Source: an optimization exercise on an open RTL-to-GDS flow (aim: small area and a short achievable clock period). Production flows keep margins and buffers that such runs may drop.
In this exercise RTL edits were held to simulation tests only and were not proved equivalent to the original.
Power figures rest on the tool's default switching activity, not on a simulated workload.

==> design.v <==
module axi_burst_buffer #(
  parameter int DATA_W    = 64,
  parameter int DEPTH     = 32,
  parameter int BURST_LEN = 16,
  localparam int PW       = $clog2(DEPTH)
) (
  input  logic                  ACLK,
  input  logic                  ARESET,
  input  logic                  s_RVALID,
  input  logic [DATA_W-1:0]     s_RDATA,
  input  logic                  s_RLAST,
  output logic                  s_RREADY,
  output logic                  m_WVALID,
  output logic [DATA_W-1:0]     m_WDATA,
  output logic [DATA_W/8-1:0]   m_WSTRB,
  output logic                  m_WLAST,
  input  logic                  m_WREADY,
  input  logic                  flush,
  output logic [PW:0]           level,
  output logic [PW:0]           burst_cnt,
  output logic                  burst_avail,
  output logic                  len_err
);
  localparam int BW = (BURST_LEN > 1) ? $clog2(BURST_LEN) : 1;
  localparam int RN = DEPTH - 1;             
  localparam int RW = $clog2(RN);            
  localparam logic [RW-1:0] R_LAST = RW'(RN - 1);
  localparam logic [BW-1:0] IDX_LAST = BW'(BURST_LEN - 1);
  logic [DATA_W:0] ring [RN];
  logic [DATA_W:0] head;
  logic [RW-1:0]   wr;
  logic [RN-1:0]   rsel;         
  logic            hv;           
  logic            ring_empty;   
  logic            full_o;       
  logic            nfull;        
  logic            full_n;
  logic            empty_o;      
  logic [BW-1:0]   beat_idx;
  logic            clr;
  logic            push;
  logic            pop;
  logic            wr_adv;
  logic            rd_adv;
  logic [DATA_W:0] din;
  logic [DATA_W:0] rdata;
  logic [RN-1:0]   wdec;
  logic [PW:0]     level_n;
  logic [PW:0]     bcnt_n;
  assign clr   = ARESET || flush;
  assign din   = {s_RLAST, s_RDATA};
  assign s_RREADY = !(full_o || ARESET);
  assign m_WVALID = !(empty_o || ARESET);
  assign m_WDATA  = head[DATA_W-1:0];
  assign m_WLAST  = head[DATA_W];
  assign m_WSTRB  = '1;
  assign push = s_RVALID && nfull && !ARESET;
  assign pop  = hv && m_WREADY && !ARESET;
  assign wr_adv = push && hv && !(m_WREADY && ring_empty);
  assign rd_adv = pop && !ring_empty;
  for (genvar i = 0; i < RN; i++) begin : g_ring
    always_ff @(posedge ACLK) begin
      if (nfull && wdec[i]) begin
        ring[i] <= din;
      end
    end
    assign wdec[i] = (wr == RW'(i));
  end
  logic hold;
  logic take_in;
  logic [RN-1:0] take_ring;
  assign hold      = hv && !m_WREADY;
  assign take_in   = ring_empty && !hold;
  assign take_ring = rsel & {RN{!hold}};
  always_comb begin
    rdata = ({(DATA_W+1){hold}} & head) | ({(DATA_W+1){take_in}} & din);
    for (int i = 0; i < RN; i++) begin
      rdata = rdata | ({(DATA_W+1){take_ring[i]}} & ring[i]);
    end
  end
  always_ff @(posedge ACLK) begin
    head <= rdata;
  end
  logic inc, dec, binc, bdec;
  logic lv1, lv2, lv31, bc1;
  logic ring_empty_n;
  assign inc  = push && !pop;
  assign dec  = pop && !push;
  assign binc = (push && s_RLAST) && !(pop && head[DATA_W]);
  assign bdec = (pop && head[DATA_W]) && !(push && s_RLAST);
  assign lv1  = hv && ring_empty;                   
  assign lv2  = (level == (PW+1)'(2));
  assign lv31 = (level == (PW+1)'(DEPTH - 1));
  assign bc1  = (burst_cnt == (PW+1)'(1));
  assign level_n = inc ? level + 1'b1 : (dec ? level - 1'b1 : level);
  assign bcnt_n  = binc ? burst_cnt + 1'b1 : (bdec ? burst_cnt - 1'b1 : burst_cnt);
  assign full_n  = (!nfull && !dec) || (lv31 && inc);
  assign ring_empty_n = !hv || (lv1 && !inc) || (lv2 && dec);
  always_ff @(posedge ACLK) begin
    if (clr) begin
      wr          <= '0;
      rsel        <= '0;
      level       <= '0;
      hv          <= 1'b0;
      ring_empty  <= 1'b1;
      full_o      <= 1'b0;
      nfull       <= 1'b1;
      empty_o     <= 1'b1;
      burst_cnt   <= '0;
      burst_avail <= 1'b0;
      beat_idx    <= '0;
      len_err     <= 1'b0;
    end else begin
      if (wr_adv) wr <= (wr == R_LAST) ? '0 : wr + 1'b1;
      if (ring_empty_n)    rsel <= '0;
      else if (ring_empty) rsel <= wdec;
      else if (rd_adv)     rsel <= {rsel[RN-2:0], rsel[RN-1]};
      level       <= level_n;
      hv          <= !((!hv && !push) || (lv1 && dec));
      empty_o     <= (!hv && !push) || (lv1 && dec);
      ring_empty  <= ring_empty_n;
      full_o      <= full_n;
      nfull       <= !full_n;
      burst_cnt   <= bcnt_n;
      burst_avail <= !((!burst_avail && !binc) || (bc1 && bdec));
      if (push) begin
        if (s_RLAST || beat_idx == IDX_LAST) beat_idx <= '0;
        else                                 beat_idx <= beat_idx + 1'b1;
        if (s_RLAST != (beat_idx == IDX_LAST)) len_err <= 1'b1;
      end
    end
  end
endmodule
==> flow/run.sh <==
#!/bin/bash
set -uo pipefail
W=$(pwd)
bash "$W/standard.sh" \
  "BUFFER_PORTS_ARGS=-buffer_cell sky130_fd_sc_hd__buf_2" \
  finish > "$W/flow_make.log" 2>&1
rc=$?
cp -r "$W/orfs/logs" "$W/tool_logs" 2>/dev/null || true
exit $rc
==> standard.sh <==
#!/bin/bash
# synth_recipe.tcl (not shown) runs the flow's synth.tcl, then flattens the netlist and writes it again
# the make line also repeats each setting of config.mk as NAME=value (left out here)
make -C /OpenROAD-flow-scripts/flow DESIGN_CONFIG=/design/flow/config.mk WORK_HOME=/design/flow/orfs CLKGATE_MAP_FILE= SYNTH_SCRIPT=/design/flow/synth_recipe.tcl "${@:-finish}"
==> config.mk <==
export PLATFORM = sky130hd
export DESIGN_NAME = axi_burst_buffer
export DESIGN_NICKNAME = axi_burst_buffer
export VERILOG_FILES = /design/flow/design.v
export SDC_FILE = /design/flow/constraint.sdc
export NUM_CORES = 4
export LEC_CHECK = 0
export CAP_MARGIN = 20
export CORE_MARGIN = 2
export CORE_UTILIZATION = 68
export CTS_CLUSTER_DIAMETER = 85
export CTS_CLUSTER_SIZE = 25
export SETUP_SLACK_MARGIN = 2.6
export SLEW_MARGIN = 20
export TNS_END_PERCENT = 100
==> constraint.sdc <==
create_clock -name core_clock -period 4.8 [get_ports {ACLK}]
set_input_delay 0.9600 -clock core_clock [delete_from_list [all_inputs] [get_ports {ACLK}]]
set_output_delay 0.9600 -clock core_clock [all_outputs]
set_load 0.01 [all_outputs]
==> qor.csv, run 1 <==
stage,metric,value,unit
die,core area,111000,um^2
pwr,Power Dens Cells,361,nW/um^2
synthesis,Post-Synthesis Cell Area,76300,um^2
synthesis,post-synthesis register bit count,2139,
die,width of the die,339,um
synthesis,ys flop type,edfxtp_1,
worst_setup_path,Buf/Inv on CP,2,
cts,CTS buffer count,95,
sta,Slew headroom,0.394,
cts,"Reg clk slew, reported paths",0.10,ns
synthesis,synth warn,2,
cts,Clock Sinks,2139,
cts,CTS tree,done,
finish,share of cells above drive strength 1,0.154,
sta,final slew viol count,0,
run,Max Cap Viol,0,
worst_setup_path,"slowest stage delay, CP",0.81,ns
drt,DRT Pass-1 Iters,8,
synthesis,number of enable flip-flop cells after synthesis,2015,
die,DIE AREA,115000,um^2
placed_design,Port Buffers,150,
cts,CTS HTree Levels,3,
sta,Final Hold Viols,0,
sta,worst-margin pin slew,0.908,ns
cts,later-pin clock latency in the skew report,0.74,ns
worst_setup_path,Arrival @ worst endpoint,2.85,ns
pwr,Clk pwr share,0.311,
drt,met1 WL,83300,um
sta,total negative slack,0,ns
grt,global-route wire length before repair,336000,um
sta,final period utilization,0.468,
worst_setup_path,Critical Path End Type,flip-flop,
worst_setup_path,Worst setup SP type,flip-flop,
drt,DR WL/cell,41.7,um
worst_setup_path,crit path kind,reg2reg,
sta,Setup Skew,0.0280,ns
hold_path,min-delay worst type,reg2reg,
grt,total track usage,0.423,
pwr,sw power,6.00,mW
drt,Vias/cell,7.88,
finish,Final #Nets,4521,
synthesis,asr flop ratio synth,0,
sta,minimum clock period after layout,2.25,ns
drt,1st-iter DRT viols,10000,
cts,CTS root buffer,clkbuf_16,
sta,Setup-failing EPs final,0,
die,die height,339,um
pwr,LEAKAGE,25.8,nW
worst_setup_path,Critical Path RT,5.40,ns
grt,pin count of the biggest net entering global routing,69,
drt,DRC Markers,0,
sta,RSZ-0062 raised after global routing,true,
pwr,Final Power,30.6,mW
grt,initial antenna violation count,16,
placed_design,DP HPWL,118000,um
status,outcome,timing/DRC/antenna clean,
grt,number of global-route vias before repair,43500,
worst_setup_path,crit path cell chain,buf_4 > nor2_1 > buf_4 > a221oi_1 > nor2_1,
die,Top-Level Pins,159,
finish,synthesis-to-layout area growth,10.8,%
drt,DRT antenna net count,0,
worst_setup_path,crit path max fanout,29,
drt,drt total wl,251000,um
drt,top routing layer used,met5,
grt,Congestion Overflow GR,0,
pwr,Worst IR Drop VDD,0.305,mV
drt,via count,47400,
pwr,P_int,24.6,mW
worst_setup_path,slowest cell on the critical path,dfxtp_4,
placed_design,routability cong.,0.832,
cts,clock buffer depth,3,
sta,FMAX,445,MHz
pwr,Reg power frac,0.669,
pwr,Sw Share,0.196,
die,initial core utilization,0.688,
synthesis,register area share after synthesis,0.825,
drt,metal3 WL,40800,um
synthesis,Syn Inst Count,4218,
pwr,Comb pwr share,0.019,
worst_setup_path,CP top delay family,flip-flops,
die,FP Rows,122,
synthesis,synth unique cells,49,
drt,wire length on met2,114000,um
synthesis,synthesized area per cell,18.1,um^2
[power by group through the flow]
stage / Sequential (mW) / Clock, mW / Combinational, mW
3_3_place_gp: 20.9 / 0 / 0.514
5_1_grt: 20.5 / 10.1 / 0.634
3_5_place_dp: 20.9 / 0 / 0.530
4_1_cts: 20.5 / 9.46 / 0.568
2_1_floorplan: 20.9 / 0 / 0.158
6_report: 20.5 / 9.52 / 0.591
[state kept, by name, indices dropped and copies added, names as in the netlist, 4 cells and up]
signal / cells
ring: 2015
level: 6
wr: 5
rsel: 31
burst_cnt: 6
head: 65
beat_idx: 4
[cell families after synthesis]
kind of cell	after synthesis	synth area share
AND/OR/NAND/NOR	558	0.0399
adder cells (fa/ha/maj)	19	0.00321
XOR/XNOR	8	0.000918
AO/OA/AOI/OAI	1201	0.115
other	1	0.0000491
multiplexers	2	0.000262
buffers and inverters	290	0.0156
flip-flops	2139	0.825
[cell usage in the layout, fill, tap and decap left out, types with 51 or more instances in the layout]
| master | n |
|---|---|
| nor4_1 | 51 |
| buf_4 | 151 |
| buf_12 | 54 |
| edfxtp_1 | 2015 |
| clkbuf_16 | 101 |
| nand4_1 | 264 |
| dfxtp_4 | 56 |
| clkbuf_1 | 72 |
| a22oi_1 | 1041 |
| a21oi_1 | 104 |
| buf_2 | 123 |
| nor2_1 | 93 |
[stage by stage]
stage	util	setup WS, ns	hold slack (ns)	cell area (um^2)	instances
after global routing	0.762	2.46	0.500	84500	6003
after CTS	0.756	2.29	0.490	83900	5966
after global placement	0.719	1.70	0.470	79800	5717
after floorplan	-	2.06	0.467	77000	4225
final	0.762	2.55	0.487	84600	6017
after detailed placement	0.719	1.68	0.474	79800	5717
[final cells by class]
type	instances	area, um^2
Sequential cell	2139	63300
Fill cell	6248	26400
Multi-Input combinational cell	1799	12900
Timing Repair Buffer	384	3610
Clock buffer	171	2750
Tap cell	1488	1860
Clock inverter	4	67.6
Inverter	13	57.6
Antenna cell	19	47.5
[timing repair]
item                       in CTS  in global routing
gates cloned                    4                  2
setup endpoints to repair    1717                855
buffers inserted               70                 30
hold buffers                    0                  0
resized for setup             138                 71
pin swaps                      21                  9
[final timing paths]
kind,cells past startpoint,slack (ns),end,from
worst min-delay path,2,0.49,head[35],head[35]
worst max register to register,5,2.55,rsel[28],ring_empty
worst max-delay path,5,2.55,rsel[28],ring_empty
worst min register to register,2,0.49,head[35],head[35]
[synthesized netlist by cell type (all sizes together), types with 4 or more instances]
master	instances	area (um^2)
a22oi	1041	7820
xnor2	4	35.0
a21oi	107	536
ha	18	225
o21ai	7	35.0
inv	12	45.0
a221oi	5	50.0
nor2	128	483
edfxtp	2015	60500
xor2	4	35.0
nor2b	5	31.3
a32oi	24	210
buf	149	657
clkbuf	128	482
nand4	264	1650
dfxtp	124	2480
nand2	51	191
nand3	15	75.1
nor3	6	30.0
nor4	68	425
[worst min-delay path: cells and delay by family, from the launching register on]
| family | cells | cell delay, ns |
|---|---|---|
| AO/OA/AOI/OAI | 1 | 0.04 |
| flip-flops | 1 | 0.33 |
| AND/OR/NAND/NOR | 1 | 0.09 |
[layer usage]
layer,vias to the layer above,GRT usage
met4,14,0.175
met3,814,0.104
met1,23800,0.600
met5,-,0
met2,4727,0.643
li1,18100,-
==> run 2: changes to the inputs <==
--- a/config.mk
+++ b/config.mk
@@ -12,3 +12,3 @@
 export CTS_CLUSTER_SIZE = 25
-export SETUP_SLACK_MARGIN = 2.6
+export SETUP_SLACK_MARGIN = 2.55
 export SLEW_MARGIN = 20
==> run 2 against run 1 <==
First-iteration DRC count fell by 9.9%. Clock-buffer cell count rose by 2. Sequential power hardly changed. Non-clock buffer count decreased by 5. Largest cell class unchanged. Final cell count down 0.12%. Wire length fell by 2.7%. Die area unchanged. Fmax decreased by 3.8%. Hold slack about the same. Largest power group unchanged. Worst setup slack got worse by 0.088 ns. Global-route usage down 0.19 points.
==> qor.csv, run 2 <==
stage,metric,value,unit
synthesis,number of enable flip-flop cells after synthesis,2015,
die,DIE AREA,115000,um^2
worst_setup_path,Critical Path End Type,flip-flop,
die,FP Rows,122,
cts,clock buffer depth,3,
grt,Congestion Overflow GR,0,
synthesis,asr flop ratio synth,0,
run,Max Cap Viol,0,
finish,"most common cell after layout, fill and taps aside",edfxtp_1,
cts,CTS buffer count,95,
sta,minimum clock period after layout,2.34,ns
finish,synthesis-to-layout area growth,10.3,%
status,outcome,timing/DRC/antenna clean,
finish,largest register by flop count,ring,
sta,Setup Skew,0.0199,ns
finish,max reg flops,2015,
cts,CTS HTree Levels,3,
synthesis,"top cells by count, synth","2015 x edfxtp_1, 1041 x a22oi_1, 264 x nand4_1",
die,core area,111000,um^2
sta,Slew headroom,0.300,
drt,DRC Markers,0,
synthesis,post-synthesis register bit count,2139,
die,width of the die,339,um
synthesis,cell taking the most area after synthesis,edfxtp_1,
worst_setup_path,CP endpoint,head[60],
drt,via count,46800,
synthesis,register area share after synthesis,0.825,
placed_design,DP HPWL,121000,um
die,Top-Level Pins,159,
cts,"Reg clk slew, reported paths",0.10,ns
cts,later-pin clock latency in the skew report,0.74,ns
grt,global-route wire length before repair,336000,um
synthesis,top-count cell post-synth,edfxtp_1,
die,die height,339,um
worst_setup_path,crit path max fanout,37,
worst_setup_path,CP top delay family,simple AND/OR/NAND/NOR gates,
worst_setup_path,FF-to-FF path depth,5,
pwr,Worst IR Drop VDD,0.395,mV
synthesis,synth warn,2,
synthesis,synth unique cells,49,
sta,Setup-failing EPs final,0,
finish,most frequent cells in the layout,"2015 x edfxtp_1, 1040 x a22oi_1, 264 x nand4_1",
sta,final slew viol count,0,
cts,CTS root buffer,clkbuf_16,
worst_setup_path,crit path kind,reg2reg,
synthesis,synthesized area per cell,18.1,um^2
grt,pin count of the biggest net entering global routing,69,
finish,Largest regs,"ring (2015), head (65), rsel (31)",
sta,worst-margin pin slew,1.05,ns
cts,CTS tree,done,
worst_setup_path,R2R setup slack,2.46,ns
grt,total track usage,0.422,
sta,final period utilization,0.487,
worst_setup_path,Critical Path RT,5.41,ns
drt,drt total wl,244000,um
pwr,Final Power,30.5,mW
pwr,Power Dens Cells,362,nW/um^2
synthesis,top post-synthesis cells by area,"edfxtp_1 79%, a22oi_1 10%, dfxtp_1 3.3%, nand4_1 2.2%, a21oi_1 0.70%",
finish,Final #Nets,4517,
die,initial core utilization,0.688,
grt,initial antenna violation count,11,
finish,Fillers,6303,
grt,number of global-route vias before repair,43700,
sta,FMAX,428,MHz
worst_setup_path,R2R Path End,head[60],
pwr,LEAKAGE,25.6,nW
drt,DRT antenna net count,0,
synthesis,Syn Inst Count,4218,
worst_setup_path,Crit Reg-Reg Startpoint,rsel[19],
worst_setup_path,"slowest stage delay, CP",0.62,ns
worst_setup_path,Buf/Inv on CP,1,
drt,1st-iter DRT viols,9030,
finish,share of cells above drive strength 1,0.145,
worst_setup_path,Arrival @ worst endpoint,2.94,ns
worst_setup_path,Worst setup SP type,flip-flop,
worst_setup_path,CP Launch Point,rsel[19],
hold_path,hold path startpoint,head[14],
worst_setup_path,slowest cell on the critical path,dfxtp_4,
cts,Clock Sinks,2139,
sta,RSZ-0062 raised after global routing,true,
drt,DR WL/cell,40.7,um
sta,total negative slack,0,ns
hold_path,min-delay worst type,reg2reg,
cts,CTS Hold Bufs,0,
placed_design,routability cong.,0.827,
synthesis,Yosys top cell area share,0.793,
synthesis,ys flop type,edfxtp_1,
drt,Vias/cell,7.79,
sta,Final Hold Viols,0,
worst_setup_path,crit path cell chain,buf_4 > a22oi_1 > nand4_1 > nor4_1 > a21oi_1,
placed_design,Port Buffers,150,
drt,DRT Pass-1 Iters,6,
worst_setup_path,critical path depth in cells,5,
synthesis,Post-Synthesis Cell Area,76300,um^2
## run 2: how the worst min path moves through the flow
stage,endpoint,slack (ns),cells after the start
final,head[14],0.49,2
after global routing,head[43],0.51,2
after CTS,head[14],0.49,2
after detailed placement,len_err,0.47,2
after global placement,len_err,0.46,2
after floorplan,beat_idx[2],0.47,2
## run 2: cells by family after synthesis
kind of cell               after synthesis  synth area share
AOI/OAI and AO/OA                     1201             0.115
xor gates and xnor gates                 8          0.000918
adders and majority gates               19           0.00321
buffers and inverters                  290            0.0156
DFF                                   2139             0.825
muxes                                    2          0.000262
other                                    1         0.0000491
and+or+nand+nor                        558            0.0399
## run 2: timing repair
item	CTS	global route
gates resized for setup	92	42
endpoints found under the setup margin	1862	1051
pin swaps	22	6
gates cloned	7	2
buffers inserted	62	21
## run 2: final cells by class
class | count | area [um^2] | share of cell area
timing repair buffer | 379 | 3430 | 0.0407
sequential | 2139 | 63200 | 0.750
inverter | 13 | 53.8 | 0.000639
tap | 1488 | 1860 | 0.0221
clock buffer | 173 | 2730 | 0.0325
antenna | 13 | 32.5 | 0.000386
multi-input combinational | 1800 | 12900 | 0.153
clock inverter | 5 | 50.0 | 0.000594
## run 2: worst register-to-register path, cell delays in order (launching register included)
cell and delay [ns]:
dfxtp_4 0.62, buf_4 0.45, a22oi_1 0.27, nand4_1 0.18, nor4_1 0.53, a21oi_1 0.15
## run 2: routing by layer
metal,routed length (um),GRT usage,vias to the layer above
met4,12500,0.176,10
met1,82700,0.597,23500
met2,111000,0.645,4534
li1,-,-,18000
met5,70,0,-
met3,37700,0.0971,748
## run 2: per-stage QoR
| stage | area, um^2 | setup WS [ns] | std cells | util | hold slack (ns) |
|---|---|---|---|---|---|
| floorplan | 76900 | 2.06 | 4225 | - | 0.471 |
| global placement | 79900 | 1.67 | 5726 | 0.720 | 0.464 |
| detailed placement | 79900 | 1.64 | 5727 | 0.720 | 0.473 |
| CTS | 83800 | 2.42 | 5974 | 0.755 | 0.492 |
| global route | 84200 | 2.51 | 6000 | 0.759 | 0.507 |
| finish | 84200 | 2.46 | 6010 | 0.759 | 0.487 |
## run 2: power by group
group | switching, mW | leakage, nW | internal [mW] | total, mW
sequential | 0.0496 | 19.3 | 20.4 | 20.5
clock | 5.54 | 1.32 | 3.91 | 9.45
combinational | 0.424 | 5.06 | 0.158 | 0.581
==> run 3: changes to the inputs <==
--- a/config.mk
+++ b/config.mk
@@ -12,3 +12,3 @@
 export CTS_CLUSTER_SIZE = 25
-export SETUP_SLACK_MARGIN = 2.55
+export SETUP_SLACK_MARGIN = 2.7
 export SLEW_MARGIN = 20
==> run 3 against run 2 <==
Still clean on timing, DRC and antenna. Sequential share of layout area shrank 1.6 points. Sequential cell count did not move. Clock-buffer cell count is 1 lower. Final cell count is 1.0% higher. Combinational power up 11%. Worst setup slack gained 0.056 ns. Non-clock buffer count grew 57. Synthesized cell count did not move. Die area is the same. Cell area increased by 2.3%. Clock power is essentially flat. Critical path type is now reg2out. Critical endpoint is now m_WDATA[53].
==> qor.csv, run 3 <==
stage,metric,value,unit
die,DIE AREA,115000,um^2
placed_design,routability cong.,0.813,
synthesis,number of enable flip-flop cells after synthesis,2015,
drt,met1 WL,84400,um
synthesis,Yosys top cell area share,0.793,
synthesis,"top cells by count, synth","2015 x edfxtp_1, 1041 x a22oi_1, 264 x nand4_1",
synthesis,synth unique cells,49,
worst_setup_path,R2R setup slack,2.62,ns
drt,DRC Markers,0,
cts,CTS tree,done,
cts,Clock Sinks,2139,
finish,most frequent cells in the layout,"2015 x edfxtp_1, 1040 x a22oi_1, 264 x nand4_1",
finish,largest register by flop count,ring,
worst_setup_path,Buf/Inv on CP,1,
grt,initial antenna violation count,23,
finish,share of cells above drive strength 1,0.173,
hold_path,min-delay worst type,reg2reg,
finish,"most common cell after layout, fill and taps aside",edfxtp_1,
sta,worst-margin pin slew,1.10,ns
die,die height,339,um
sta,final period utilization,0.475,
worst_setup_path,Worst setup SP type,flip-flop,
sta,minimum clock period after layout,2.28,ns
synthesis,synth warn,2,
cts,clock buffer depth,3,
worst_setup_path,Critical Path RT,3.84,ns
drt,drt total wl,263000,um
finish,Final #Nets,4572,
drt,DR WL/cell,43.2,um
die,initial core utilization,0.688,
worst_setup_path,crit path cell chain,buf_6,
sta,Setup-failing EPs final,0,
grt,global-route wire length before repair,351000,um
sta,final slew viol count,0,
drt,DRT Pass-1 Iters,8,
drt,DRT antenna net count,0,
cts,later-pin clock latency in the skew report,0.76,ns
worst_setup_path,"slowest stage delay, CP",0.45,ns
finish,Largest regs,"ring (2015), head (65), rsel (31)",
worst_setup_path,Arrival @ worst endpoint,1.32,ns
finish,Multi-input gate area,13200,um^2
die,Top-Level Pins,159,
finish,Fillers,6112,
drt,Vias/cell,7.97,
synthesis,synthesized area per cell,18.1,um^2
worst_setup_path,slowest cell on the critical path,dfxtp_4,
sta,Setup Skew,0.0473,ns
synthesis,cell taking the most area after synthesis,edfxtp_1,
worst_setup_path,FF-to-FF path depth,6,
hold_path,Hold Crit Depth,2,
synthesis,top post-synthesis cells by area,"edfxtp_1 79%, a22oi_1 10%, dfxtp_1 3.3%, nand4_1 2.2%, a21oi_1 0.70%",
hold_path,Hold Path End,head[39],
worst_setup_path,crit path kind,reg2out,
drt,metal3 WL,45400,um
synthesis,asr flop ratio synth,0,
hold_path,hold path startpoint,head[39],
pwr,LEAKAGE,26.4,nW
worst_setup_path,crit path max fanout,2,
finish,synthesis-to-layout area growth,12.8,%
worst_setup_path,R2R Path End,ring[8][31],
synthesis,Post-Synthesis Cell Area,76300,um^2
sta,total negative slack,0,ns
worst_setup_path,Critical Path End Type,output port,
sta,Final Hold Viols,0,
sta,RSZ-0062 raised after global routing,true,
status,outcome,timing/DRC/antenna clean,
sta,FMAX,439,MHz
die,width of the die,339,um
pwr,Power Dens Cells,355,nW/um^2
worst_setup_path,CP top delay family,flip-flops,
cts,CTS HTree Levels,3,
sta,Slew headroom,0.265,
grt,number of global-route vias before repair,44400,
die,FP Rows,122,
grt,pin count of the biggest net entering global routing,68,
cts,CTS buffer count,95,
synthesis,register area share after synthesis,0.825,
drt,1st-iter DRT viols,10600,
finish,sequential cell area,63300,um^2
synthesis,ys flop type,edfxtp_1,
grt,total track usage,0.444,
cts,CTS Hold Bufs,0,
die,core area,111000,um^2
placed_design,Port Buffers,150,
synthesis,post-synthesis register bit count,2139,
worst_setup_path,Crit Reg-Reg Startpoint,wr[3],
pwr,Worst IR Drop VDD,0.333,mV
grt,Congestion Overflow GR,0,
finish,max reg flops,2015,
drt,via count,48400,
drt,top routing layer used,met5,
cts,CTS root buffer,clkbuf_16,
cts,"Reg clk slew, reported paths",0.10,ns
synthesis,Syn Inst Count,4218,
synthesis,top-count cell post-synth,edfxtp_1,
run,Max Cap Viol,0,
drt,wire length on met2,116000,um
pwr,Final Power,30.6,mW
placed_design,DP HPWL,118000,um
run 3: cell types whose count changed in the layout (fill, tap and decap cells not counted), moves of 12 or more:
| cell | delta |
|---|---|
| nor4_4 | +12 |
| nor4_1 | -23 |
| dfxtp_2 | +51 |
| buf_12 | +15 |
| buf_2 | -74 |
| buf_6 | +101 |
| dfxtp_1 | -53 |
run 3: logic make-up after synthesis:
logic type      after synthesis  share of synthesized area
flops                      2139                      0.825
compound gates             1201                      0.115
simple gates                558                     0.0399
buf+inv                     290                     0.0156
fa+ha+maj                    19                    0.00321
xor+xnor                      8                   0.000918
mux                           2                   0.000262
other cells                   1                  0.0000491
run 3: worst max path at each step:
stage               startpoint          end  slack, ns  cells past startpoint
detailed placement      ARESET     level[5]       1.67                      9
global placement        ARESET     level[5]       1.70                      9
CTS                   head[53]  m_WDATA[53]       2.51                      1
global route          head[53]  m_WDATA[53]       2.51                      1
finish                head[53]  m_WDATA[53]       2.52                      1
floorplan               ARESET     level[5]       2.06                      9
run 3: layout make-up:
class / instances / area share
flip-flops and latches: 2139 / 0.735
multi-input cells: 1798 / 0.154
repair buffers: 436 / 0.0563
clock buffers: 172 / 0.0318
well taps: 1488 / 0.0216
inverters: 13 / 0.000814
diodes: 21 / 0.000610
clock inverters: 5 / 0.000538
run 3: stage by stage:
stage	instances	utilization	instance area (um^2)	hold WS, ns	setup slack [ns]
global placement	5711	0.719	79800	0.471	1.70
floorplan	4225	-	77200	0.471	2.06
finish	6072	0.776	86100	0.496	2.52
detailed placement	5713	0.719	79800	0.475	1.67
CTS	6001	0.769	85300	0.499	2.51
global route	6058	0.776	86100	0.507	2.51
run 3: layer usage:
metal,global-route usage,vias to the layer above
met5,0,-
met4,0.216,18
met3,0.119,1011
met2,0.658,5128
met1,0.624,24100
li1,-,18200
run 3: what timing repair did:
| item | in CTS | in global routing |
|---|---|---|
| resized for setup | 293 | 50 |
| setup endpoints to repair | 2077 | 526 |
| pin swaps | 28 | 11 |
| gates cloned | 8 | 3 |
| setup buffers | 103 | 47 |
run 3: power breakdown:
part / leakage (nW) / internal [mW] / switching [mW]
sequential: 19.3 / 20.4 / 0.0556
combinational: 5.82 / 0.219 / 0.429
clock: 1.32 / 3.91 / 5.57
==> run 4: changes to the inputs <==
--- a/config.mk
+++ b/config.mk
@@ -9,6 +9,6 @@
 export CORE_MARGIN = 2
-export CORE_UTILIZATION = 68
+export CORE_UTILIZATION = 64
 export CTS_CLUSTER_DIAMETER = 85
 export CTS_CLUSTER_SIZE = 25
-export SETUP_SLACK_MARGIN = 2.7
+export SETUP_SLACK_MARGIN = 2.6
 export SLEW_MARGIN = 20
==> run 4 against run 3 <==
Die area grew 6.2%. First-iteration DRC count shrank 16%. Sequential power is essentially flat. Critical endpoint is now ring[15][21]. Largest cell class unchanged.
==> qor.csv, run 4 <==
stage,metric,value,unit
status,outcome,timing/DRC/antenna clean,
finish,"most common cell after layout, fill and taps aside",edfxtp_1,
drt,via count,47000,
hold_path,min-delay worst type,reg2reg,
cts,"Reg clk slew, reported paths",0.10,ns
sta,final slew viol count,0,
worst_setup_path,Worst setup SP type,flip-flop,
cts,CTS buffer count,95,
drt,1st-iter DRT viols,8860,
synthesis,number of enable flip-flop cells after synthesis,2015,
synthesis,asr flop ratio synth,0,
drt,DRC Markers,0,
pwr,Clk pwr share,0.310,
finish,sequential cell area,63300,um^2
synthesis,synthesized area per cell,18.1,um^2
finish,Final #Nets,4530,
pwr,Reg power frac,0.670,
finish,Largest regs,"ring (2015), head (65), rsel (31)",
grt,initial antenna violation count,19,
drt,DRT antenna net count,0,
sta,Final Hold Viols,0,
worst_setup_path,crit path kind,reg2reg,
grt,global-route wire length before repair,342000,um
worst_setup_path,Crit Reg-Reg Startpoint,wr[0],
drt,DR WL/cell,42.2,um
pwr,Worst IR Drop VDD,0.357,mV
worst_setup_path,Critical Path End Type,flip-flop,
sta,FMAX,440,MHz
run,Max Cap Viol,0,
sta,Slew headroom,0.361,
synthesis,cell taking the most area after synthesis,edfxtp_1,
cts,CTS root buffer,clkbuf_16,
synthesis,synth warn,2,
hold_path,Hold Crit Depth,2,
die,Top-Level Pins,159,
die,initial core utilization,0.646,
sta,Setup Skew,0.0210,ns
synthesis,top post-synthesis cells by area,"edfxtp_1 79%, a22oi_1 10%, dfxtp_1 3.3%, nand4_1 2.2%, a21oi_1 0.70%",
grt,number of global-route vias before repair,42700,
worst_setup_path,R2R setup slack,2.53,ns
pwr,sw power,6.00,mW
synthesis,register area share after synthesis,0.825,
hold_path,Hold Path End,len_err,
synthesis,top-count cell post-synth,edfxtp_1,
pwr,Comb pwr share,0.020,
synthesis,post-synthesis register bit count,2139,
die,FP Rows,126,
synthesis,Syn Inst Count,4218,
grt,total track usage,0.412,
sta,total negative slack,0,ns
cts,CTS tree,done,
die,width of the die,349,um
finish,share of cells above drive strength 1,0.160,
sta,Setup-failing EPs final,0,
die,core area,118000,um^2
sta,minimum clock period after layout,2.27,ns
sta,final period utilization,0.474,
worst_setup_path,Critical Path RT,5.21,ns
pwr,LEAKAGE,25.9,nW
grt,pin count of the biggest net entering global routing,73,
sta,RSZ-0062 raised after global routing,true,
finish,largest register by flop count,ring,
drt,DRT Pass-1 Iters,6,
synthesis,ys flop type,edfxtp_1,
hold_path,hold path startpoint,len_err,
cts,later-pin clock latency in the skew report,0.74,ns
worst_setup_path,FF-to-FF path depth,5,
synthesis,Post-Synthesis Cell Area,76300,um^2
drt,drt total wl,256000,um
synthesis,"top cells by count, synth","2015 x edfxtp_1, 1041 x a22oi_1, 264 x nand4_1",
cts,clock buffer depth,3,
pwr,P_int,24.5,mW
worst_setup_path,R2R Path End,ring[15][21],
worst_setup_path,crit path max fanout,33,
finish,max reg flops,2015,
pwr,Power Dens Cells,359,nW/um^2
cts,CTS Hold Bufs,0,
pwr,Sw Share,0.197,
synthesis,synth unique cells,49,
finish,synthesis-to-layout area growth,11.3,%
drt,Vias/cell,7.74,
pwr,Final Power,30.5,mW
placed_design,routability cong.,0.813,
sta,worst-margin pin slew,0.959,ns
cts,CTS HTree Levels,3,
die,die height,349,um
grt,Congestion Overflow GR,0,
cts,Clock Sinks,2139,
finish,Fillers,7365,
synthesis,Yosys top cell area share,0.793,
die,DIE AREA,122000,um^2
finish,most frequent cells in the layout,"2015 x edfxtp_1, 1040 x a22oi_1, 264 x nand4_1",
placed_design,Port Buffers,150,
placed_design,DP HPWL,120000,um
worst_setup_path,Arrival @ worst endpoint,2.68,ns
finish,Multi-input gate area,13000,um^2
==> run 4: how the worst max path moves through the flow <==
stage                          start  cells past startpoint            to
after floorplan               ARESET                      9      level[5]
after global placement        ARESET                      8      level[5]
after detailed placement      ARESET                      8      level[5]
after CTS                 ring_empty                      4       rsel[3]
after global routing          full_o                      2      s_RREADY
final                          wr[0]                      5  ring[15][21]
==> run 4: metrics by stage <==
step                      area (um^2)   util  hold WS [ns]  setup WS [ns]  cells
after global routing            84900  0.718         0.511           2.49   6058
final                           85000  0.719         0.484           2.53   6069
after floorplan                 77000      -         0.467           2.06   4225
after detailed placement        79900  0.676         0.473           1.70   5767
after CTS                       84300  0.713         0.493           2.31   6035
after global placement          79900  0.676         0.467           1.68   5766
==> run 4: worst max-delay path: stages, from the launching register on <==
cell and delay, ns:
dfxtp_2 0.44, ha_4 0.30, and3_1 0.19, ha_2 0.33
and2_4 0.29, buf_12 0.32
==> run 4: power groups by stage <==
stage	combinational (mW)	sequential, mW	clock [mW]
final	0.604	20.5	9.46
after CTS	0.571	20.5	9.44
after detailed placement	0.534	20.9	0
after floorplan	0.158	20.9	0
after global routing	0.656	20.5	10.1
after global placement	0.522	20.9	0
==> run 4: layer usage <==
metal | GRT usage | wire length, um
met5 | 0 | 316
met4 | 0.152 | 13000
met3 | 0.0938 | 38100
met2 | 0.617 | 114000
met1 | 0.603 | 90600
==> run 4: what timing repair did <==
action | in CTS | in global routing
gates resized for setup | 147 | 95
endpoints found under the setup margin | 1939 | 821
pin swaps | 28 | 13
buffers inserted | 85 | 20
cloned | 7 | 1
==> run 4: logic make-up (layout without fill, tap and decap cells) <==
logic type	after synthesis	in the layout	synth area share
DFF	2139	2139	0.825
AOI/OAI and AO/OA	1201	1201	0.115
and+or+nand+nor	558	562	0.0399
buffers and inverters	290	581	0.0156
adders and majority gates	19	19	0.00321
xor gates and xnor gates	8	8	0.000918
muxes	2	2	0.000262
other	1	21	0.0000491
==> run 4: final cells by class <==
cell class                      count  area share
Clock buffer                      172      0.0324
Antenna cell                       13    0.000383
Multi-Input combinational cell   1800       0.153
Sequential cell                  2139       0.745
Clock inverter                      4    0.000515
Timing Repair Buffer              392      0.0455
Tap cell                         1536      0.0226
Inverter                           13    0.000648
==> run 5: changes to the inputs <==
--- a/config.mk
+++ b/config.mk
@@ -9,5 +9,5 @@
 export CORE_MARGIN = 2
-export CORE_UTILIZATION = 64
+export CORE_UTILIZATION = 72
 export CTS_CLUSTER_DIAMETER = 85
-export CTS_CLUSTER_SIZE = 25
+export CTS_CLUSTER_SIZE = 30
 export SETUP_SLACK_MARGIN = 2.6
==> run 5 against run 4 <==
Global-route usage up 3.5 points. Worst setup slack worse by 0.071 ns. Combinational power down 2%. Synthesized cell count unchanged. Cell area down 1.2%. Largest cell class unchanged. Wire length down 3.9%. Highest routed layer unchanged.
==> qor.csv, run 5 <==
stage,metric,value,unit
finish,sequential cell area,63200,um^2
cts,CTS buffer count,81,
synthesis,register area share after synthesis,0.825,
run,Max Cap Viol,0,
pwr,Reg power frac,0.687,
pwr,Clk pwr share,0.293,
sta,RSZ-0062 raised after global routing,true,
worst_setup_path,crit path kind,reg2reg,
drt,Vias/cell,8.03,
finish,Fillers,5392,
hold_path,Hold Path End,head[14],
worst_setup_path,R2R Path End,head[34],
finish,Layout Cells excl Fill,5897,
pwr,Power Dens Cells,355,nW/um^2
die,DIE AREA,109000,um^2
synthesis,cell taking the most area after synthesis,edfxtp_1,
finish,"most common cell after layout, fill and taps aside",edfxtp_1,
cts,CTS Hold Bufs,0,
synthesis,asr flop ratio synth,0,
worst_setup_path,R2R setup slack,2.46,ns
pwr,Final Power,29.8,mW
finish,Multi-input gate area,12900,um^2
sta,total negative slack,0,ns
pwr,P_int,24.0,mW
drt,drt total wl,246000,um
drt,DRC Markers,0,
grt,Congestion Overflow GR,0,
grt,global-route wire length before repair,332000,um
sta,FMAX,426,MHz
status,outcome,timing/DRC/antenna clean,
cts,Clock Sinks,2139,
sta,minimum clock period after layout,2.34,ns
sta,Slew headroom,0.371,
die,FP Rows,119,
cts,"Reg clk slew, reported paths",0.12,ns
synthesis,Syn Inst Count,4218,
finish,synthesis-to-layout area growth,9.92,%
sta,Final Hold Viols,0,
placed_design,DP HPWL,118000,um
grt,pin count of the biggest net entering global routing,83,
die,core area,105000,um^2
hold_path,min-delay worst type,reg2reg,
drt,DRT antenna net count,0,
placed_design,routability cong.,0.843,
placed_design,Port Buffers,150,
synthesis,Yosys top cell area share,0.793,
finish,largest register by flop count,ring,
sta,final slew viol count,0,
hold_path,Hold Crit Depth,2,
cts,CTS tree,done,
cts,CTS root buffer,clkbuf_16,
die,initial core utilization,0.725,
worst_setup_path,FF-to-FF path depth,5,
finish,Largest regs,"ring (2015), head (65), rsel (31)",
synthesis,synth warn,2,
drt,DRT Pass-1 Iters,6,
worst_setup_path,CP Launch Point,rsel[11],
pwr,Worst IR Drop VDD,0.425,mV
finish,Final #Nets,4520,
drt,via count,47300,
pwr,sw power,5.82,mW
pwr,Sw Share,0.195,
placed_design,Post-Place Setup Slack,1.64,ns
pwr,LEAKAGE,25.6,nW
cts,CTS HTree Levels,3,
worst_setup_path,Worst setup SP type,flip-flop,
pwr,Comb pwr share,0.020,
synthesis,Post-Synthesis Cell Area,76300,um^2
finish,most frequent cells in the layout,"2015 x edfxtp_1, 1041 x a22oi_1, 264 x nand4_1",
synthesis,post-synthesis register bit count,2139,
worst_setup_path,Arrival @ worst endpoint,2.93,ns
drt,DR WL/cell,41.8,um
placed_design,number of placed instances with taps included,5626,
synthesis,top-count cell post-synth,edfxtp_1,
finish,max reg flops,2015,
finish,share of cells above drive strength 1,0.151,
cts,clock buffer depth,3,
worst_setup_path,Crit Reg-Reg Startpoint,rsel[11],
synthesis,ys flop type,edfxtp_1,
drt,1st-iter DRT viols,10500,
sta,"Worst Setup Slack, final",2.46,ns
sta,Setup Skew,0.0370,ns
die,Top-Level Pins,159,
worst_setup_path,Critical Path RT,5.38,ns
grt,initial antenna violation count,7,
synthesis,number of enable flip-flop cells after synthesis,2015,
sta,final period utilization,0.488,
sta,worst-margin pin slew,0.944,ns
sta,Setup-failing EPs final,0,
die,width of the die,330,um
grt,number of global-route vias before repair,43800,
grt,total track usage,0.447,
synthesis,synthesized area per cell,18.1,um^2
synthesis,"top cells by count, synth","2015 x edfxtp_1, 1041 x a22oi_1, 264 x nand4_1",
cts,later-pin clock latency in the skew report,0.73,ns
die,die height,330,um
worst_setup_path,Critical Path End Type,flip-flop,
synthesis,top post-synthesis cells by area,"edfxtp_1 79%, a22oi_1 10%, dfxtp_1 3.3%, nand4_1 2.2%, a21oi_1 0.70%",
worst_setup_path,crit path max fanout,34,
hold_path,hold path startpoint,head[14],
synthesis,synth unique cells,49,
[run 5: timing repair]
item                                     CTS  global route
pin swaps                                 20            11
endpoints found under the setup margin  1846           478
setup buffers                             81            23
resized for setup                        137            61
cloned                                     6             3
[run 5: power by group through the flow]
stage	registers, mW	clock network (mW)	logic, mW
2_1_floorplan	20.9	0	0.158
3_3_place_gp	20.9	0	0.512
3_5_place_dp	20.9	0	0.532
4_1_cts	20.5	8.63	0.564
5_1_grt	20.5	9.19	0.636
6_report	20.5	8.71	0.591
[run 5: worst max path at each step]
stage | to | slack (ns) | depth (start not counted)
floorplan | level[5] | 2.06 | 9
global placement | ring[12][29] | 1.58 | 3
detailed placement | level[5] | 1.64 | 9
CTS | m_WVALID | 2.54 | 2
global route | rsel[26] | 2.51 | 12
finish | head[34] | 2.46 | 5
[run 5: layout make-up]
| type | instances | area share |
|---|---|---|
| clock buffers | 143 | 0.0277 |
| clock inverters | 4 | 0.000626 |
| repair buffers | 397 | 0.0426 |
| diodes | 11 | 0.000328 |
| multi-input cells | 1799 | 0.154 |
| inverters | 13 | 0.000716 |
| flip-flops and latches | 2139 | 0.754 |
| well taps | 1391 | 0.0207 |
[run 5: cell families after synthesis]
family                     synth area share
DFF                                   0.825
AOI/OAI and AO/OA                     0.115
and+or+nand+nor                      0.0399
buffers and inverters                0.0156
adders and majority gates           0.00321
xor gates and xnor gates           0.000918
muxes                              0.000262
other                             0.0000491
[run 5: routing by layer]
| metal | wire length [um] | share of wire | GRT usage | up-vias |
|---|---|---|---|---|
| met5 | 24 | 0.000097 | 0 | - |
| met3 | 43100 | 0.18 | 0.120 | 900 |
| li1 | - | - | - | 18000 |
| met4 | 14500 | 0.059 | 0.201 | 4 |
| met2 | 110000 | 0.45 | 0.669 | 4924 |
| met1 | 78900 | 0.32 | 0.632 | 23500 |
[run 5: critical path, cell delays in order, from the launching register on]
cell	delay, ns
dfxtp_4	0.91
buf_4	0.46
a22oi_1	0.16
nand4_1	0.18
nor4_2	0.08
a21oi_1	0.34
[run 5: per-stage QoR]
stage / utilization / area (um^2) / hold WS, ns
3_5_place_dp: 0.757 / 79600 / 0.470
4_1_cts: 0.792 / 83400 / 0.492
3_3_place_gp: 0.756 / 79600 / 0.470
2_1_floorplan: - / 77000 / 0.467
5_1_grt: 0.797 / 83900 / 0.513
6_report: 0.797 / 83900 / 0.491
==> run 6: changes to the inputs <==
--- a/design.v
+++ b/design.v
@@ -74,7 +74,19 @@
   assign take_ring = rsel & {RN{!hold}};
-  always_comb begin
-    rdata = ({(DATA_W+1){hold}} & head) | ({(DATA_W+1){take_in}} & din);
-    for (int i = 0; i < RN; i++) begin
-      rdata = rdata | ({(DATA_W+1){take_ring[i]}} & ring[i]);
+  localparam int NT = RN + 2;
+  localparam int NG = (NT + 2) / 3;
+  logic [3*NG-1:0] tsel;
+  assign tsel = {{(3*NG-NT){1'b0}}, take_ring, take_in, hold};
+  for (genvar b = 0; b < DATA_W + 1; b++) begin : g_rd
+    logic [3*NG-1:0] tdat;
+    logic [NG-1:0]   grp_n;
+    always_comb begin
+      tdat = '0;
+      tdat[0] = head[b];
+      tdat[1] = din[b];
+      for (int i = 0; i < RN; i++) tdat[2+i] = ring[i][b];
     end
+    for (genvar g = 0; g < NG; g++) begin : g_grp
+      bb_aoi3 u_aoi (.s(tsel[3*g +: 3]), .d(tdat[3*g +: 3]), .y_n(grp_n[g]));
+    end
+    assign rdata[b] = !(&grp_n);
   end
@@ -133 +145,8 @@
 endmodule
+module bb_aoi3 (
+  input  logic [2:0] s,
+  input  logic [2:0] d,
+  output logic       y_n
+);
+  assign y_n = !(|(s & d));
+endmodule
--- a/config.mk
+++ b/config.mk
@@ -9,7 +9,8 @@
 export CORE_MARGIN = 2
-export CORE_UTILIZATION = 72
-export CTS_CLUSTER_DIAMETER = 85
-export CTS_CLUSTER_SIZE = 30
+export CORE_UTILIZATION = 62
+export CTS_CLUSTER_DIAMETER = 70
+export CTS_CLUSTER_SIZE = 20
 export SETUP_SLACK_MARGIN = 2.6
 export SLEW_MARGIN = 20
+export SYNTH_HIERARCHICAL = 1
 export TNS_END_PERCENT = 100
==> run 6 against run 5 <==
Still clean on timing, DRC and antenna. Fmax fell by 2.5%. Clock-buffer cell count is 64 higher. Area after synthesis shrank 2.4%. Final cell count rose by 0.47%. Non-clock buffer count up 145. Sequential power hardly changed. Power grew 7.9%. Core utilization shrank 6.6 points. Highest routed layer unchanged.
==> qor.csv, run 6 <==
stage,metric,value,unit
status,outcome,timing/DRC/antenna clean,
synthesis,top-count cell post-synth,edfxtp_1,
worst_setup_path,CP top delay family,simple AND/OR/NAND/NOR gates,
sta,final period utilization,0.501,
sta,total negative slack,0,ns
pwr,Reg power frac,0.638,
finish,most frequent cells in the layout,"2015 x edfxtp_1, 715 x a222oi_1, 212 x buf_4",
drt,DRC Markers,0,
pwr,Comb pwr share,0.021,
grt,global-route wire length before repair,359000,um
synthesis,number of enable flip-flop cells after synthesis,2015,
finish,synthesis-to-layout area growth,17.3,%
synthesis,"top cells by count, synth","2015 x edfxtp_1, 715 x a222oi_1, 198 x nand4_1",
cts,CTS Hold Bufs,0,
drt,1st-iter DRT viols,11900,
synthesis,cell taking the most area after synthesis,edfxtp_1,
sta,FMAX,416,MHz
synthesis,asr flop ratio synth,0,
sta,final slew viol count,0,
grt,initial antenna violation count,26,
pwr,sw power,6.35,mW
finish,Final #Nets,4274,
sta,Setup Skew,0.0429,ns
cts,"Reg clk slew, reported paths",0.09,ns
worst_setup_path,crit path cell chain,buf_6 > buf_6 > nand2_8 > buf_12 > and2_4 > buf_12 > buf_16 > a222oi_1 > nand4_1 > nor2_1 > nand4_1,
synthesis,Post-Synthesis Cell Area,74500,um^2
synthesis,largest family of logic cells by synthesized area,compound AO/OA/AOI/OAI gates,
synthesis,simple-gate area share of the yosys netlist,0.0335,
run,Max Cap Viol,0,
sta,RSZ-0062 raised after global routing,true,
cts,CTS HTree Levels,3,
finish,share of cells above drive strength 1,0.218,
finish,largest register by flop count,ring,
cts,CTS tree,done,
placed_design,routability cong.,0.818,
pwr,P_int,25.8,mW
synthesis,synth unique cells,51,
pwr,Clk pwr share,0.341,
synthesis,register area share after synthesis,0.846,
pwr,Final Power,32.1,mW
grt,Congestion Overflow GR,0,
pwr,Sw Share,0.198,
cts,later-pin clock latency in the skew report,0.78,ns
synthesis,top post-synthesis cells by area,"edfxtp_1 81%, a222oi_1 9.6%, dfxtp_1 3.3%, nand4_1 1.7%, buf_4 0.78%",
worst_setup_path,"slowest stage delay, CP",0.41,ns
finish,"most common cell after layout, fill and taps aside",edfxtp_1,
synthesis,mux contribution to synthesized area,0.00228,
sta,minimum clock period after layout,2.40,ns
synthesis,synth warn,8,
drt,DRT antenna net count,0,
synthesis,Synth Area in Compound Gates,0.104,
worst_setup_path,Arrival @ worst endpoint,3.02,ns
cts,CTS buffer count,120,
die,core area,119000,um^2
grt,number of global-route vias before repair,43700,
placed_design,DP HPWL,113000,um
synthesis,ys flop type,edfxtp_1,
drt,DRT Pass-1 Iters,14,
pwr,LEAKAGE,27.7,nW
worst_setup_path,Buf/Inv on CP,5,
die,Top-Level Pins,159,
sta,Setup-failing EPs final,0,
worst_setup_path,slowest cell on the critical path,a222oi_1,
pwr,Power Dens Cells,368,nW/um^2
drt,DR WL/cell,46.7,um
cts,clock buffer depth,3,
cts,Clock Sinks,2139,
finish,max reg flops,2015,
finish,post-route cell area,87400,um^2
synthesis,Yosys top cell area share,0.812,
sta,Final Hold Viols,0,
hold_path,min-delay worst type,reg2reg,
placed_design,dpl cell area,78400,um^2
synthesis,Synth Area in Adders,0.00302,
die,initial core utilization,0.623,
drt,drt total wl,277000,um
pwr,Worst IR Drop VDD,0.336,mV
grt,total track usage,0.437,
cts,CTS root buffer,clkbuf_16,
drt,Vias/cell,8.06,
worst_setup_path,Worst setup SP type,flip-flop,
grt,pin count of the biggest net entering global routing,51,
synthesis,post-synthesis register bit count,2139,
die,die height,351,um
worst_setup_path,Critical Path RT,5.41,ns
finish,final core occ,0.731,
drt,via count,47700,
die,DIE AREA,123000,um^2
synthesis,synthesized area per cell,20.9,um^2
worst_setup_path,crit path kind,reg2reg,
placed_design,Port Buffers,150,
sta,worst-margin pin slew,1.05,ns
finish,Largest regs,"ring (2015), head (65), rsel (31)",
die,FP Rows,127,
synthesis,XOR/XNOR Fraction of Synth Area,0.00106,
die,width of the die,351,um
worst_setup_path,Critical Path End Type,flip-flop,
worst_setup_path,crit path max fanout,7,
sta,Slew headroom,0.302,
synthesis,Syn Inst Count,3564,
[run 6: power groups by stage]
stage	Combinational [mW]	Clock, mW	Sequential, mW
after floorplan	0.218	0	20.9
after global placement	0.470	0	20.9
after detailed placement	0.506	0	20.9
after CTS	0.643	10.9	20.5
after global routing	0.720	11.6	20.5
final	0.682	11.0	20.5
[run 6: path summary, 6_finish.rpt]
kind	start	endpoint	slack [ns]	cells past startpoint
max	hv	head[50]	2.40	11
min	ring[26][0]	head[0]	0.48	2
max reg2reg	hv	head[50]	2.40	11
min reg2reg	ring[26][0]	head[0]	0.48	2
[run 6: layout make-up]
type / instances / area, um^2
antenna: 24 / 60.1
timing repair buffer: 542 / 6600
clock inverter: 18 / 250
tap: 1612 / 2020
fill: 7159 / 32100
clock buffer: 207 / 3410
sequential: 2139 / 63200
multi-input combinational: 1367 / 11700
inverter: 16 / 71.3
[run 6: timing repair]
action	CTS	global route
setup buffers	200	39
endpoints found under the setup margin	2023	1269
resized for setup	353	48
pin swaps	251	126
gates cloned	83	20
[run 6: layer usage]
metal,part of all wire,GRT usage,vias to the layer above
met5,0.0022,0,-
met4,0.066,0.226,32
met3,0.18,0.163,997
met2,0.43,0.635,4965
met1,0.32,0.583,24100
li1,-,-,17600
[run 6: logic make-up (layout without fill, tap and decap cells)]
group           Yosys count  count (layout)
xor+xnor                  9               9
mux                      17              17
other cells               1              32
simple gates            458             512
flops                  2139            2139
fa+ha+maj                18              18
compound gates          802             803
buf+inv                 120             783
[run 6: worst reg2reg max path, cell delays in order, from the launching register on]
cell and delay [ns]:
dfxtp_4 0.36, buf_6 0.12, buf_6 0.13, nand2_8 0.06, buf_12 0.12, and2_4 0.23, buf_12 0.19, buf_16 0.18
a222oi_1 0.42, nand4_1 0.20, nor2_1 0.12, nand4_1 0.13
[run 6: per-module statistics from Yosys (local to each module, per instance)]
| module | flip-flops and latches | cell area [um^2] | cells |
|---|---|---|---|
| axi_burst_buffer | 2139 | 67300 | 2849 |
| bb_aoi3 | 0 | 10.0 | 1 |
[run 6: stage by stage]
step	hold slack [ns]	std cells	setup WS, ns
6_report	0.478	5925	2.40
5_1_grt	0.503	5902	2.36
4_1_cts	0.482	5842	2.09
3_5_place_dp	0.453	5334	0.914
3_3_place_gp	0.449	5334	1.01
2_1_floorplan	0.437	3571	1.82
==> run 7: changes to the inputs <==
--- a/config.mk
+++ b/config.mk
@@ -9,6 +9,6 @@
 export CORE_MARGIN = 2
-export CORE_UTILIZATION = 62
-export CTS_CLUSTER_DIAMETER = 70
-export CTS_CLUSTER_SIZE = 20
-export SETUP_SLACK_MARGIN = 2.6
+export CORE_UTILIZATION = 60
+export CTS_CLUSTER_DIAMETER = 85
+export CTS_CLUSTER_SIZE = 25
+export SETUP_SLACK_MARGIN = 2.7
 export SLEW_MARGIN = 20
==> run 7 against run 6 <==
Still clean on timing, DRC and antenna. Critical path depth is 1 lower. Non-clock buffer count is 78 higher. Cell area is 0.56% higher. Sequential power hardly changed. Sequential share of layout area is 0.39 points lower. Largest power group unchanged. Highest routed layer unchanged.
==> qor.csv, run 7 <==
stage,metric,value,unit
pwr,Reg power frac,0.666,
pwr,Power Dens Cells,350,nW/um^2
finish,max reg flops,2015,
sta,final period utilization,0.514,
cts,CTS root buffer,clkbuf_16,
grt,total track usage,0.433,
sta,FMAX,406,MHz
grt,pin count of the biggest net entering global routing,66,
sta,final hold slack,0.485,ns
drt,DR WL/cell,47.7,um
synthesis,top post-synthesis cells by area,"edfxtp_1 81%, a222oi_1 9.6%, dfxtp_1 3.3%, nand4_1 1.7%, buf_4 0.78%",
worst_setup_path,R2R setup slack,2.33,ns
die,FP Rows,129,
cts,CTS tree,done,
drt,Vias/cell,8.01,
synthesis,number of enable flip-flop cells after synthesis,2015,
die,initial core utilization,0.603,
synthesis,"top cells by count, synth","2015 x edfxtp_1, 715 x a222oi_1, 198 x nand4_1",
worst_setup_path,"Top cell by count, worst path",buf_12,
finish,final core occ,0.711,
drt,DRC Markers,0,
drt,via count,48000,
cts,CTS buffer count,95,
worst_setup_path,Arrival @ worst endpoint,3.08,ns
synthesis,top-count cell post-synth,edfxtp_1,
worst_setup_path,slowest cell on the critical path,a222oi_1,
grt,global-route wire length before repair,367000,um
pwr,sw power,6.11,mW
die,die height,356,um
worst_setup_path,Critical Path End Type,flip-flop,
synthesis,Post-Synthesis Cell Area,74500,um^2
pwr,Worst IR Drop VDD,0.387,mV
synthesis,Yosys top cell area share,0.812,
synthesis,post-synthesis register bit count,2139,
grt,number of global-route vias before repair,43900,
worst_setup_path,crit path max fanout,6,
sta,final slew viol count,0,
sta,minimum clock period after layout,2.47,ns
worst_setup_path,"slowest stage delay, CP",0.56,ns
sta,RSZ-0062 raised after global routing,true,
worst_setup_path,crit path kind,reg2reg,
die,core area,123000,um^2
synthesis,synth unique cells,51,
grt,initial antenna violation count,34,
worst_setup_path,crit path cell chain,nand2_8 > buf_12 > buf_16 > and2_4 > buf_12 > buf_12 > a222oi_1 > nand4_1 > nor2_1 > nand4_1,
synthesis,synth warn,8,
die,width of the die,356,um
die,Top-Level Pins,159,
pwr,P_int,24.6,mW
sta,Final Hold Viols,0,
drt,DRT antenna net count,0,
die,DIE AREA,127000,um^2
cts,"Reg clk slew, reported paths",0.10,ns
drt,DRT Pass-1 Iters,13,
sta,Setup-failing EPs final,0,
pwr,Clk pwr share,0.311,
finish,Fillers,7417,
status,outcome,timing/DRC/antenna clean,
synthesis,Syn Inst Count,3564,
worst_setup_path,FF-to-FF path depth,10,
synthesis,asr flop ratio synth,0,
cts,later-pin clock latency in the skew report,0.76,ns
synthesis,cell taking the most area after synthesis,edfxtp_1,
grt,Congestion Overflow GR,0,
finish,largest register by flop count,ring,
placed_design,routability cong.,0.824,
synthesis,ys flop type,edfxtp_1,
hold_path,min-delay worst type,reg2reg,
finish,most frequent cells in the layout,"2015 x edfxtp_1, 715 x a222oi_1, 232 x buf_4",
hold_path,Hold Crit Depth,2,
finish,Final #Nets,4335,
sta,Setup Skew,0.0295,ns
placed_design,Port Buffers,150,
pwr,LEAKAGE,28.0,nW
placed_design,DP HPWL,116000,um
pwr,Sw Share,0.199,
synthesis,synthesized area per cell,20.9,um^2
cts,CTS HTree Levels,3,
finish,share of cells above drive strength 1,0.230,
pwr,Comb pwr share,0.023,
drt,drt total wl,285000,um
worst_setup_path,Critical Path RT,5.42,ns
sta,worst-margin pin slew,1.15,ns
synthesis,register area share after synthesis,0.846,
cts,clock buffer depth,3,
cts,CTS Hold Bufs,0,
sta,total negative slack,0,ns
finish,synthesis-to-layout area growth,17.9,%
drt,1st-iter DRT viols,13000,
worst_setup_path,Worst setup SP type,flip-flop,
finish,Largest regs,"ring (2015), head (65), rsel (31)",
run,Max Cap Viol,0,
sta,Slew headroom,0.233,
cts,Clock Sinks,2139,
finish,"most common cell after layout, fill and taps aside",edfxtp_1,
## run 7: cell counts after synthesis
No cell type changed its count.
## run 7: area by class of cell
cell class / instances / area (um^2) / area share
Antenna cell: 22 / 55.1 / 0.000627
Clock buffer: 173 / 2790 / 0.0317
Multi-Input combinational cell: 1375 / 11900 / 0.135
Tap cell: 1637 / 2050 / 0.0233
Sequential cell: 2139 / 63200 / 0.720
Inverter: 16 / 77.6 / 0.000883
Clock inverter: 4 / 38.8 / 0.000442
Timing Repair Buffer: 620 / 7750 / 0.0882
## run 7: layer usage
layer / up-vias / wire length (um) / GRT usage
li1: 17800 / - / -
met1: 24200 / 90500 / 0.575
met2: 5056 / 121000 / 0.619
met3: 936 / 53300 / 0.170
met4: 22 / 19900 / 0.241
met5: - / 116 / 0
## run 7: what timing repair did
item	in CTS	in global routing
setup endpoints to repair	1950	678
buffers inserted	241	63
resized for setup	424	63
gates cloned	95	20
pin swaps	306	165
## run 7: metrics by stage
step	total power, mW	instance area, um^2	setup slack (ns)	cells
2_1_floorplan	21.1	75000	1.82	3571
3_3_place_gp	21.4	78500	1.19	5368
3_5_place_dp	21.4	78500	1.27	5368
4_1_cts	30.6	86700	2.43	5881
5_1_grt	31.4	87800	2.34	5971
6_report	30.7	87900	2.33	5986
## run 7: power by group through the flow
stage | clock network, mW | registers (mW) | logic [mW]
after CTS | 9.49 | 20.5 | 0.659
after detailed placement | 0 | 20.9 | 0.519
after global routing | 10.2 | 20.5 | 0.734
final | 9.57 | 20.5 | 0.696
after floorplan | 0 | 20.9 | 0.219
after global placement | 0 | 20.9 | 0.485
## run 7: kinds of logic after synthesis
| family | Yosys count | synth area share |
|---|---|---|
| compound gates | 802 | 0.104 |
| other cells | 1 | 0.0000503 |
| flops | 2139 | 0.846 |
| buf+inv | 120 | 0.0107 |
| mux | 17 | 0.00228 |
| xor+xnor | 9 | 0.00106 |
| fa+ha+maj | 18 | 0.00302 |
| simple gates | 458 | 0.0335 |
## run 7: path summary, 6_finish.rpt
kind                                    from        to
worst min register to register  ring[17][50]  head[50]
worst max register to register            hv  head[15]
worst min-delay path            ring[17][50]  head[50]
worst max-delay path                      hv  head[15]
## run 7: worst max-delay path: cells and delay by family (launching register included)
kind	cells	cell delay, ns
flip-flops	1	0.40
AO/OA/AOI/OAI	1	0.56
buffers and inverters	4	0.60
AND/OR/NAND/NOR	5	0.75
## run 7: Yosys stat by module (local to each module, per instance)
module            flops+latches  times used  cell area, um^2
axi_burst_buffer           2139           1            67300
bb_aoi3                       0         715             10.0

-- separate check: timing with driven ports --
How much do the figures lean on ideal ports? The routed layouts below were timed once more, with nothing changed but the port constraints. Step 1, drivers: a clkbuf_16 drives ACLK and a buf_2 each remaining input, both assumed. Step 2 moves the port delays by t, midway between the first and last clock arrival at a register: inputs arrive t later, outputs are due t later. That takes back most of the time a late clock gives input paths. a / b / c = no drivers / after step 1 / after step 2; a / b = the first two.
| run | shift t [ns] | slack for setup (ns) | worst setup path at the end |
|---|---|---|---|
| run 1 | 0.808 | 2.552 / 2.490 / 1.849 | input to register |
| run 2 | 0.810 | 2.464 / 2.464 / 1.830 | input to register |
| run 3 | 0.819 | 2.520 / 2.437 / 1.843 | input to register |
| run 4 | 0.813 | 2.526 / 2.446 / 1.897 | input to register |
| run 5 | 0.786 | 2.455 / 2.455 / 1.737 | input to register |
| run 6 | 0.830 | 2.396 / 2.396 / 1.617 | input to register |
| run 7 | 0.825 | 2.335 / 2.335 / 1.567 | input to register |
After both steps every run listed still meets setup and hold. For run 6, which loses most, drivers alone change the setup slack by 0.000 ns; drivers and shift together by -0.779 ns.
